From an optimization exercise on the open Yosys and OpenROAD flow, aimed at small area; shortcuts taken in it are not production practice.
Only simulation tests tie the RTL to the original design; equivalence was not proved.
Power and IR drop assume default switching activity.

File: design/flow/design.v
module envelope_bank #(
  parameter int VOICES     = 8,
  parameter int OUT_WIDTH  = 16,
  parameter int FRAC_WIDTH = 8,
  parameter int TICK_DIV   = 1042,
  parameter int LEGATO     = 1,
  localparam int ACC_WIDTH = OUT_WIDTH + FRAC_WIDTH
) (
  input  logic                          clock_50_000_000,
  input  logic                          reset_l,
  input  logic [VOICES-1:0]             note_on,
  input  logic [VOICES-1:0]             note_off,
  input  logic [ACC_WIDTH-1:0]          attack_rate,
  input  logic [ACC_WIDTH-1:0]          decay_rate,
  input  logic [ACC_WIDTH-1:0]          release_rate,
  input  logic [OUT_WIDTH-1:0]          sustain_level,
  output logic [VOICES*OUT_WIDTH-1:0]   envelope,
  output logic [VOICES-1:0]             envelope_end,
  output logic [VOICES-1:0]             active
);
  localparam int CNT_W = 11;
  localparam logic [CNT_W-1:0] CNT_WRAP  = CNT_W'((1 << CNT_W) - TICK_DIV);
  localparam logic [CNT_W-1:0] SW_BASE   = CNT_W'((1 << CNT_W) - 16);
  localparam logic [CNT_W-1:0] CNT_RESET = CNT_W'((1 << CNT_W) - 16 - TICK_DIV);
  localparam logic [2:0] ST_IDLE    = 3'b000;
  localparam logic [2:0] ST_ATTACK  = 3'b001;
  localparam logic [2:0] ST_DECAY   = 3'b011;
  localparam logic [2:0] ST_SUSTAIN = 3'b111;
  localparam logic [2:0] ST_RELEASE = 3'b101;
  localparam logic [ACC_WIDTH-1:0] ACC_ONES = '1;
  logic [2:0]           state_q [8];
  logic [OUT_WIDTH-1:0] acc_q   [8];
  logic [CNT_W-1:0]     cnt_q;
  logic                 end_q;
  wire sweep = (cnt_q[CNT_W-1:3] == SW_BASE[CNT_W-1:3]);
  wire [2:0] idx = cnt_q[2:0];
  logic [CNT_W-1:0] cnt_t;
  assign cnt_t[0] = 1'b1;
  for (genvar i = 1; i < CNT_W; i++) begin : g_inc
    assign cnt_t[i] = cnt_t[i-1] & cnt_q[i-1];
  end
  always_ff @(posedge clock_50_000_000 or negedge reset_l) begin
    if (!reset_l) cnt_q <= CNT_RESET;
    else if (&cnt_q) cnt_q <= CNT_WRAP;
    else cnt_q <= cnt_q ^ cnt_t;
  end
  logic [2:0]           s;
  logic [ACC_WIDTH-1:0] a;
  assign s = state_q[idx];
  logic [OUT_WIDTH-1:0]  ai;
  logic [FRAC_WIDTH-1:0] frac_q [8];    
  assign ai = acc_q[idx];
  assign a  = {ai, frac_q[7]};
  wire is_att = s[0] & !s[1] & !s[2];
  wire is_dec = s[1] & !s[2];
  wire is_rel = s[2] & !s[1];
  wire is_sus = s[2] & s[1];
  logic [ACC_WIDTH-1:0] r;
  always_comb begin
    if (is_att)      r = attack_rate;
    else if (is_dec) r = decay_rate;
    else             r = release_rate;
  end
  wire rz = (r == '0);
  wire sub = !is_att;
  wire [ACC_WIDTH-1:0] b = sub ? ~r : r;
  wire [ACC_WIDTH-1:0] p = a ^ b;
  logic [ACC_WIDTH:0]  cy;
  logic [ACC_WIDTH:0]  sum;
  assign cy[0] = sub;
  for (genvar i = 0; i < ACC_WIDTH; i++) begin : g_add
    assign sum[i]   = p[i] ^ cy[i];
    assign cy[i+1]  = (a[i] & b[i]) | (p[i] & cy[i]);
  end
  assign sum[ACC_WIDTH] = cy[ACC_WIDTH];
  wire cout = cy[ACC_WIDTH];
  wire eq = &p;
  wire [ACC_WIDTH-1:0] sus_floor = {sustain_level, {FRAC_WIDTH{1'b0}}};
  logic [ACC_WIDTH:0] le;
  assign le[FRAC_WIDTH] = ~|sum[FRAC_WIDTH-1:0];
  for (genvar i = FRAC_WIDTH; i < ACC_WIDTH; i++) begin : g_cmp
    assign le[i+1] = (~sum[i] & sus_floor[i]) | (~(sum[i] ^ sus_floor[i]) & le[i]);
  end
  wire below = le[ACC_WIDTH];
  wire att_done = rz | cout | eq;
  wire dec_done = rz | !cout | below;
  wire rel_done = rz | !cout | eq;
  wire is_ri    = !s[1] & (s[2] | !s[0]);
  wire done     = is_att ? att_done : is_dec ? dec_done : is_sus ? 1'b1 : rel_done;
  wire sel_sum  = !done;
  wire sel_ones = is_att & att_done;
  wire sel_sf   = (is_dec & dec_done) | is_sus;
  logic [2:0]           ns;
  logic [ACC_WIDTH-1:0] na;
  assign na = ({ACC_WIDTH{sel_sum}} & sum[ACC_WIDTH-1:0]) | ({ACC_WIDTH{sel_sf}} & sus_floor) |
              {ACC_WIDTH{sel_ones}};
  always_comb begin
    ns = s;
    if (is_att & att_done)      ns = ST_DECAY;
    else if (is_dec & dec_done) ns = ST_SUSTAIN;
    else if (is_ri & rel_done)  ns = ST_IDLE;
  end
  wire end_set = is_rel & rel_done;
  logic [7:0] we;
  for (genvar v = 0; v < 8; v++) begin : g_voice
    wire on_v  = note_on[v];
    wire [2:0] sv = state_q[v];
    wire off_v = note_off[v] & (sv[0] & (sv[1] | !sv[2]));
    assign we[v] = sweep & (idx == 3'(v)) & !on_v & !off_v;
    always_ff @(posedge clock_50_000_000 or negedge reset_l) begin
      if (!reset_l) begin
        state_q[v] <= ST_IDLE;
        acc_q[v]   <= '0;
      end else begin
        if (on_v)       state_q[v] <= ST_ATTACK;
        else if (off_v) state_q[v] <= ST_RELEASE;
        else if (we[v]) state_q[v] <= ns;
        if (we[v]) acc_q[v] <= na[ACC_WIDTH-1:FRAC_WIDTH];
      end
    end
    assign envelope[v*OUT_WIDTH +: OUT_WIDTH] = acc_q[v];
    assign active[v] = state_q[v][0];
    assign envelope_end[v] = end_q & (idx == 3'((v + 1) % 8));
  end
  wire park = (cnt_q[CNT_W-1:6] == 5'b11111) & (cnt_q[5:0] < 6'd42);
  wire ring_clr = (cnt_q < CNT_WRAP);
  always_ff @(posedge clock_50_000_000) begin
    for (int j = 1; j < 7; j++) frac_q[j] <= frac_q[j-1];
    if (!park) frac_q[7] <= frac_q[6];
    if (ring_clr)   frac_q[0] <= '0;
    else if (park)  frac_q[0] <= frac_q[6];
    else if (|we)   frac_q[0] <= na[FRAC_WIDTH-1:0];
    else            frac_q[0] <= frac_q[7];
  end
  always_ff @(posedge clock_50_000_000 or negedge reset_l) begin
    if (!reset_l) end_q <= 1'b0;
    else end_q <= (|we) & end_set;
  end
endmodule
File: design/flow/flow/run.sh
#!/bin/bash
# Own layout flow: the standard synthesis, then an area re-mapping of its
# combinational logic (flip-flops untouched), then the standard layout steps with
# small port buffers and a clock tree of small clusters without dummy loads.
set -euo pipefail
W=$PWD
R=$W/orfs/results/$FLOW_PLATFORM/envelope_bank/base
YOSYS=$(command -v yosys || echo "$FLOW_HOME/../tools/install/yosys/bin/yosys")

bash standard.sh synth > $W/log_1_standard_synth.log 2>&1
cp $R/1_2_yosys.v $W/standard_synth.v

# Re-map with a few ABC seeds in parallel; keep the smallest result.
DONT_USE=$(sed -n '/^export DONT_USE_CELLS/,/^$/p' $FLOW_HOME/platforms/$FLOW_PLATFORM/config.mk | grep -o 'sky130_fd_sc_hd__[a-z0-9_]*' | tr '\n' ' ')
run_remap() {
  local s=$1
  sed "s/@SEED@/$s/" $W/flow/remap_$(( s % 2 )).abc.in > $W/remap_$s.abc
  REMAP_LIB=$FLOW_HOME/platforms/$FLOW_PLATFORM/lib/sky130_fd_sc_hd__tt_025C_1v80.lib \
  REMAP_IN=$W/standard_synth.v REMAP_OUT=$W/remapped_$s.v REMAP_TOP=$FLOW_TOP \
  REMAP_ABC=$W/remap_$s.abc REMAP_DONT_USE="$DONT_USE" \
    $YOSYS -c $W/flow/remap.tcl > $W/log_2_remap_$s.log 2>&1 || return 0
  REMAP_LIB=$FLOW_HOME/platforms/$FLOW_PLATFORM/lib/sky130_fd_sc_hd__tt_025C_1v80.lib \
  REMAP_TOP=$FLOW_TOP EQ_GOLD=$W/standard_synth.v EQ_GATE=$W/remapped_$s.v \
    $YOSYS -c $W/flow/eqcheck.tcl > $W/log_2_eqcheck_$s.log 2>&1 && touch $W/remapped_$s.ok || true
}
for batch in "1 2 3 4" "5 6 7 8" "9 10 11 12" "13 14 15 16"; do
  for s in $batch; do run_remap $s & done
  wait
done
best=$(for s in $(seq 1 16); do
  [[ -f $W/remapped_$s.ok ]] || continue
  a=$(grep "Chip area" $W/remapped_$s.v.stat 2>/dev/null | awk '{print $NF}')
  [[ -n "$a" ]] && echo "$a $s"
done | sort -g | head -1 | awk '{print $2}')
if [[ -n "$best" ]]; then
  echo "picked seed $best" > $W/log_2_remap_pick.log
  cp $W/remapped_$best.v $R/1_2_yosys.v
  # stronger drive for gates with many loads; kept only if still equivalent
  python3 $W/flow/upsize.py $FLOW_HOME/platforms/$FLOW_PLATFORM/lib/sky130_fd_sc_hd__tt_025C_1v80.lib \
    $W/remapped_$best.v $W/upsized.v 14 > $W/log_2_upsize.log 2>&1 || true
  if [[ -s $W/upsized.v ]] && REMAP_LIB=$FLOW_HOME/platforms/$FLOW_PLATFORM/lib/sky130_fd_sc_hd__tt_025C_1v80.lib \
      REMAP_TOP=$FLOW_TOP EQ_GOLD=$W/standard_synth.v EQ_GATE=$W/upsized.v \
      $YOSYS -c $W/flow/eqcheck.tcl > $W/log_2_eqcheck_upsized.log 2>&1; then
    cp $W/upsized.v $R/1_2_yosys.v
  fi
  rm -f $R/1_synth.odb $R/1_synth.sdc
else
  echo "no re-mapped netlist passed; keeping the standard synthesis" > $W/log_2_remap_pick.log
fi

bash standard.sh \
  "BUFFER_PORTS_ARGS=-buffer_cell sky130_fd_sc_hd__buf_1" \
  "CTS_ARGS=-sink_clustering_enable -repair_clock_nets -dont_use_dummy_load -buf_list sky130_fd_sc_hd__clkbuf_8 -sink_clustering_size 15 -sink_clustering_max_diameter 80" \
  finish > $W/log_3_layout.log 2>&1
File: design/flow/flow/eqcheck.tcl
# Combinational equivalence of a re-mapped netlist against the standard synthesis:
# the flip-flops (black boxes, same instance names) are the cut points.
yosys -import
set lib $::env(REMAP_LIB)
read_liberty -overwrite -ignore_miss_func $lib
foreach m [split [exec sh -c "grep -o 'cell (\"sky130_fd_sc_hd__\[a-z0-9_\]*' $lib | sed 's/cell (\"//' | grep -E '__(df|sdf|edf|sedf|dl|conb|tap|fill|decap|diode)'"] "\n"] {
  blackbox $m
}
read_verilog $::env(EQ_GOLD)
yosys rename $::env(REMAP_TOP) gold
read_verilog $::env(EQ_GATE)
yosys rename $::env(REMAP_TOP) gate
hierarchy -check
flatten gold gate
delete t:\$scopeinfo
opt_clean
yosys rename -hide w:* i:* o:* %u %d
equiv_make gold gate equiv
hierarchy -top equiv
equiv_simple

equiv_status -assert
File: design/flow/flow/remap.tcl
# Re-map the combinational logic of the standard synthesis netlist for area.
# Every flip-flop instance of the standard synthesis is kept as it is (same names,
# same cells); only the gates between them are re-optimised and re-mapped.
yosys -import
set lib $::env(REMAP_LIB)
read_liberty -overwrite -ignore_miss_func -setattr liberty_cell $lib
# sequential, tie and physical cells stay black boxes
foreach m [split [exec sh -c "grep -o 'cell (\"sky130_fd_sc_hd__\[a-z0-9_\]*' $lib | sed 's/cell (\"//' | grep -E '__(df|sdf|edf|sedf|dl|conb|tap|fill|decap|diode)'"] "\n"] {
  blackbox $m
}
read_verilog $::env(REMAP_IN)
hierarchy -top $::env(REMAP_TOP)
flatten
# only ports keep their names; this keeps output ports from becoming aliases (assigns)
yosys rename -hide w:* i:* o:* %u %d
delete t:\$scopeinfo
opt_clean -purge
opt -full
set dont {}
foreach c $::env(REMAP_DONT_USE) {
  lappend dont -dont_use $c
}
abc -script $::env(REMAP_ABC) -liberty $lib {*}$dont
read_liberty -lib -ignore_redef $lib
opt_clean -purge
hilomap -singleton -hicell sky130_fd_sc_hd__conb_1 HI -locell sky130_fd_sc_hd__conb_1 LO
splitnets
opt_clean -purge
hierarchy -top $::env(REMAP_TOP)
check -assert
tee -o $::env(REMAP_OUT).stat stat -liberty $lib
write_verilog -noattr -noexpr -nohex -nodec $::env(REMAP_OUT)
File: design/flow/flow/remap_0.abc.in
strash
&get -n
&deepsyn -T 30 -S @SEED@
&put
&get -n
&dch -f
&nf -R 1000
&put
File: design/flow/flow/remap_1.abc.in
strash
&get -n
&deepsyn -T 30 -S @SEED@
&put
&get -n
&dch -f
&nf -p -F 10 -A 10 -C 32 -R 1000
&put
File: design/flow/flow/upsize.py
#!/usr/bin/env python3
"""Give gates that drive many loads the next drive strength (_2), so that placement
does not have to buffer those nets. Usage: upsize.py LIB IN.v OUT.v MIN_FANOUT"""
import re, sys
lib, src, dst, minfo = sys.argv[1], sys.argv[2], sys.argv[3], int(sys.argv[4])
cells = set(re.findall(r'cell \("?(sky130_fd_sc_hd__\w+)"?\)', open(lib).read()))
text = open(src).read()
inst_re = re.compile(r'(sky130_fd_sc_hd__(\w+?)_(\d+)) (\S+) \((.*?)\);', re.S)
pin_re = re.compile(r'\.(\w+)\(([^()]*)\)')
outs = {'X', 'Y', 'Q', 'Q_N', 'COUT', 'SUM', 'HI', 'LO'}
fanout = {}
insts = []
for m in inst_re.finditer(text):
    pins = pin_re.findall(m.group(5))
    insts.append((m, pins))
    for p, n in pins:
        if p not in outs and p != 'CLK':
            fanout[n.strip()] = fanout.get(n.strip(), 0) + 1
out, last, n_up = [], 0, 0
for m, pins in insts:
    base, drive = m.group(2), m.group(3)
    new = None
    if not re.match(r'(df|sdf|edf|dl|conb|buf|clkbuf|inv|clkinv)', base) and drive in ('0', '1'):
        drv = [n.strip() for p, n in pins if p in outs]
        if drv and fanout.get(drv[0], 0) >= minfo and f'sky130_fd_sc_hd__{base}_2' in cells:
            new = f'sky130_fd_sc_hd__{base}_2'
    if new:
        out.append(text[last:m.start(1)]); out.append(new); last = m.end(1); n_up += 1
out.append(text[last:])
open(dst, 'w').write(''.join(out))
print(f'upsized {n_up} gates with fanout >= {minfo}')
File: design/flow/standard.sh
#!/bin/bash
# synth_recipe.tcl (not shown) runs the flow's synth.tcl, then flattens the netlist and writes it again
# the make line also repeats each setting of config.mk as NAME=value (left out here)
make -C /OpenROAD-flow-scripts/flow DESIGN_CONFIG=/design/flow/config.mk WORK_HOME=/design/flow/orfs CLKGATE_MAP_FILE= SYNTH_SCRIPT=/design/flow/synth_recipe.tcl "${@:-finish}"
File: design/flow/config.mk
export PLATFORM = sky130hd
export DESIGN_NAME = envelope_bank
export DESIGN_NICKNAME = envelope_bank
export VERILOG_FILES = /design/flow/design.v
export SDC_FILE = /design/flow/constraint.sdc
export NUM_CORES = 4
export LEC_CHECK = 0
export CAP_MARGIN = 20
export CORE_MARGIN = 2
export CORE_UTILIZATION = 65
export SLEW_MARGIN = 20
File: design/flow/constraint.sdc
create_clock -name core_clock -period 20.0 [get_ports {clock_50_000_000}]
set_input_delay 4.0000 -clock core_clock [delete_from_list [all_inputs] [get_ports {clock_50_000_000}]]
set_output_delay 4.0000 -clock core_clock [all_outputs]
set_load 0.01 [all_outputs]
==> results.ini <==
[power]
p_int_uw=648.6
ir_worst_vdd_mv=0.06098
p_sw_uw=293.9
pwr-share-clk_pct=24.1
power_frac_comb_pct=22.0
switching_share_pct=31.18
p_seq_share_pct=54.0
power_leakage_uw=0.004498
p_per_area_nw_per_um2=81.23

[finish]
drive_gt1_share_pct=6.812
fin_util_pct=76.90
syn_to_final_growth_pct=16.14
final_nets=1297

[synthesis]
syn-instance-count=898
synth_area_um2=9991
ys_warn_count=4
avgSynthCellArea_um2=11.13
syn-num-nets=1004

[clock_network]
post_cts_resized=0
hold_buffers=0
postCtsSetupBuffers=0
cts_tree=done
clkTransAtPathRegs_ns=0.09
ctsRootBufferMaster=clkbuf_8
cts_max_path_buffers=3
cts_made_buffers=19
h-tree-depth=1
clk_latency_ns=0.53
cts.sinks=228

[place]
portBuffers=249
dpl.hpwl_mm=25.23
place_ws_ns=5.844
place.gp.congestion=1.026

[detailed_routing]
routed_via_density=7.097
ant_nets=0
drt_first_pass_iters=8
routedWlPerCell_um=25.90
drt_iter0_markers=1257
via_count=9794
drcViolationCount=0
finalWirelength_mm=35.74

[die]
core_area_um2=15090
core.rowCount=45
initial_core_util_pct=66.21
io_pins=250
die_x_um=128.0
die_h_um=128.0
die_area_um2=16380

[worst_setup_path]
criticalPathCategory=reg -> reg
required_ns=20.44
arrival_ns=14.30
r2r_slack_ns=6.14
critPathTopFamily=adder cells
end_kind=flip-flop
slowest_delay_ns=0.67
worstPathMaxFanout=26
endpoint=acc_q[5][0]$_DFFE_PN0P_
cp_num_cells=45
r2r_cells=45
critPathMostFrequentCell=maj3_1
rr_startpoint=cnt_q[0]$_DFF_PN0_
r2r_end=acc_q[5][0]$_DFFE_PN0P_
slowest_stage=o22ai_1
critPathBufInv=3
crit_start=cnt_q[0]$_DFF_PN0_
worstSetupStartpointType=flip-flop

[outcome]
outcome=timing/DRC/antenna clean

[sta]
fin_skew_ns=0.02983
tightest_slew_ns=0.9710
setup_viol=0
fmax_mhz=72.17
worst_slack_ns=6.144
rsz0062_at_grt=false
relSlewSlack_pct=35.27
hold_viol_final=0
tns_ns=0
slew_violations=0
finalCritPeriodShare_pct=69.28
finalCriticalPeriod_ns=13.86

[global_routing]
grt_pass1_wl_mm=53.95
antenna_found_initial=2
grt_pass1_vias=9470
grt_max_degree=79
overflow=0
grt_use_total_pct=43.60

[min_path]
hold_class=reg -> reg

[flow_run]
maxCapViolCount=0

## worst min path at each step
stage / from / to / slack (ns) / depth (start not counted)
after floorplan: frac_q[0][0]$_SDFF_PN0_ / frac_q[1][0]$_DFF_P_ / 0.31 / 0
after global placement: frac_q[2][7]$_DFF_P_ / frac_q[3][7]$_DFF_P_ / 0.31 / 0
after detailed placement: frac_q[0][1]$_SDFF_PN0_ / frac_q[1][1]$_DFF_P_ / 0.31 / 0
after CTS: frac_q[1][0]$_DFF_P_ / frac_q[2][0]$_DFF_P_ / 0.33 / 0
after global routing: frac_q[2][3]$_DFF_P_ / frac_q[3][3]$_DFF_P_ / 0.34 / 0
final: frac_q[1][0]$_DFF_P_ / frac_q[2][0]$_DFF_P_ / 0.33 / 0
## power groups by stage
stage	clock [uW]	sequential [uW]	combinational [uW]
3_3_place_gp	0	516	199
2_1_floorplan	0	521	122
6_report	227	509	207
5_1_grt	241	510	224
4_1_cts	226	507	204
3_5_place_dp	0	517	203
## cell usage in the layout (no fill, tap or decap), drive strengths merged, types with 2 or more instances in the layout
master,count
a2111oi,2
a211oi,10
a21o,2
a21oi,44
a222oi,37
a22oi,27
a31oi,3
and2,11
and3,7
and4,3
buf,270
clkbuf,21
clkinv,36
dfrtp,156
dfstp,8
dfxtp,56
diode,3
edfxtp,8
maj3,17
nand2,67
nand2b,7
nand3,20
nand4,8
nor2,58
nor2b,9
nor3,24
nor4,18
o21ai,33
o221ai,20
o22a,129
o22ai,18
or3,2
xnor2,16
xor2,32
## registers in the layout, summed over array words and instances (netlist names)
name and cells:
acc_q 128, cnt_q 11, end_q 1, frac_q 64, state_q 24
## stage by stage
step                      total power [uW]  instance area, um^2  cells  hold WS [ns]
after floorplan                      643.9                 9991    898        0.3096
after global placement               715.4                11330   1357        0.3100
after detailed placement             719.4                11330   1357        0.3121
after CTS                            936.7                11590   1376        0.3319
after global routing                 976.0                11600   1377        0.3358
final                                942.5                11600   1380        0.3266
## routing by layer
metal | track usage, % | share of wire, %
met5 | 0 | 0.036
met1 | 55.96 | 35
met3 | 11.56 | 14
met4 | 23.79 | 6.5
met2 | 68.07 | 45
## final cells by class
| class | count | area, um^2 |
|---|---|---|
| multi-input combinational | 634 | 4380 |
| fill | 1092 | 3486 |
| inverter | 36 | 135.1 |
| tap | 188 | 235.2 |
| timing repair buffer | 272 | 1109 |
| clock buffer | 19 | 261.5 |
| sequential | 228 | 5475 |
| antenna | 3 | 7.507 |

==> afterwards: timing with drivers on the ports <==
The flow's constraints put no driver on any port. The routed layout listed below was extracted and timed again, unchanged, in two steps. Step 1: set_driving_cell puts a clkbuf_16 on clock_50_000_000 and a buf_2 on each other input, an assumption about the parent block. Step 2 times the ports against the registers' clock, not the clock port: input delays grow and output delays shrink by t, the midpoint of the rising clock arrivals with the driver on. Slacks: ideal / step 1 / step 2; pairs: ideal / step 1.
shift t [ns]: 0.556
slack for setup (ns): 6.144 / 6.144 / 5.659
worst setup path after step 2: input to register
clock arrival spread, ns: 0.030 / 0.029
After both steps this run still meets setup and hold. For this run, drivers alone change the setup slack by 0.000 ns; drivers and shift together by -0.485 ns.
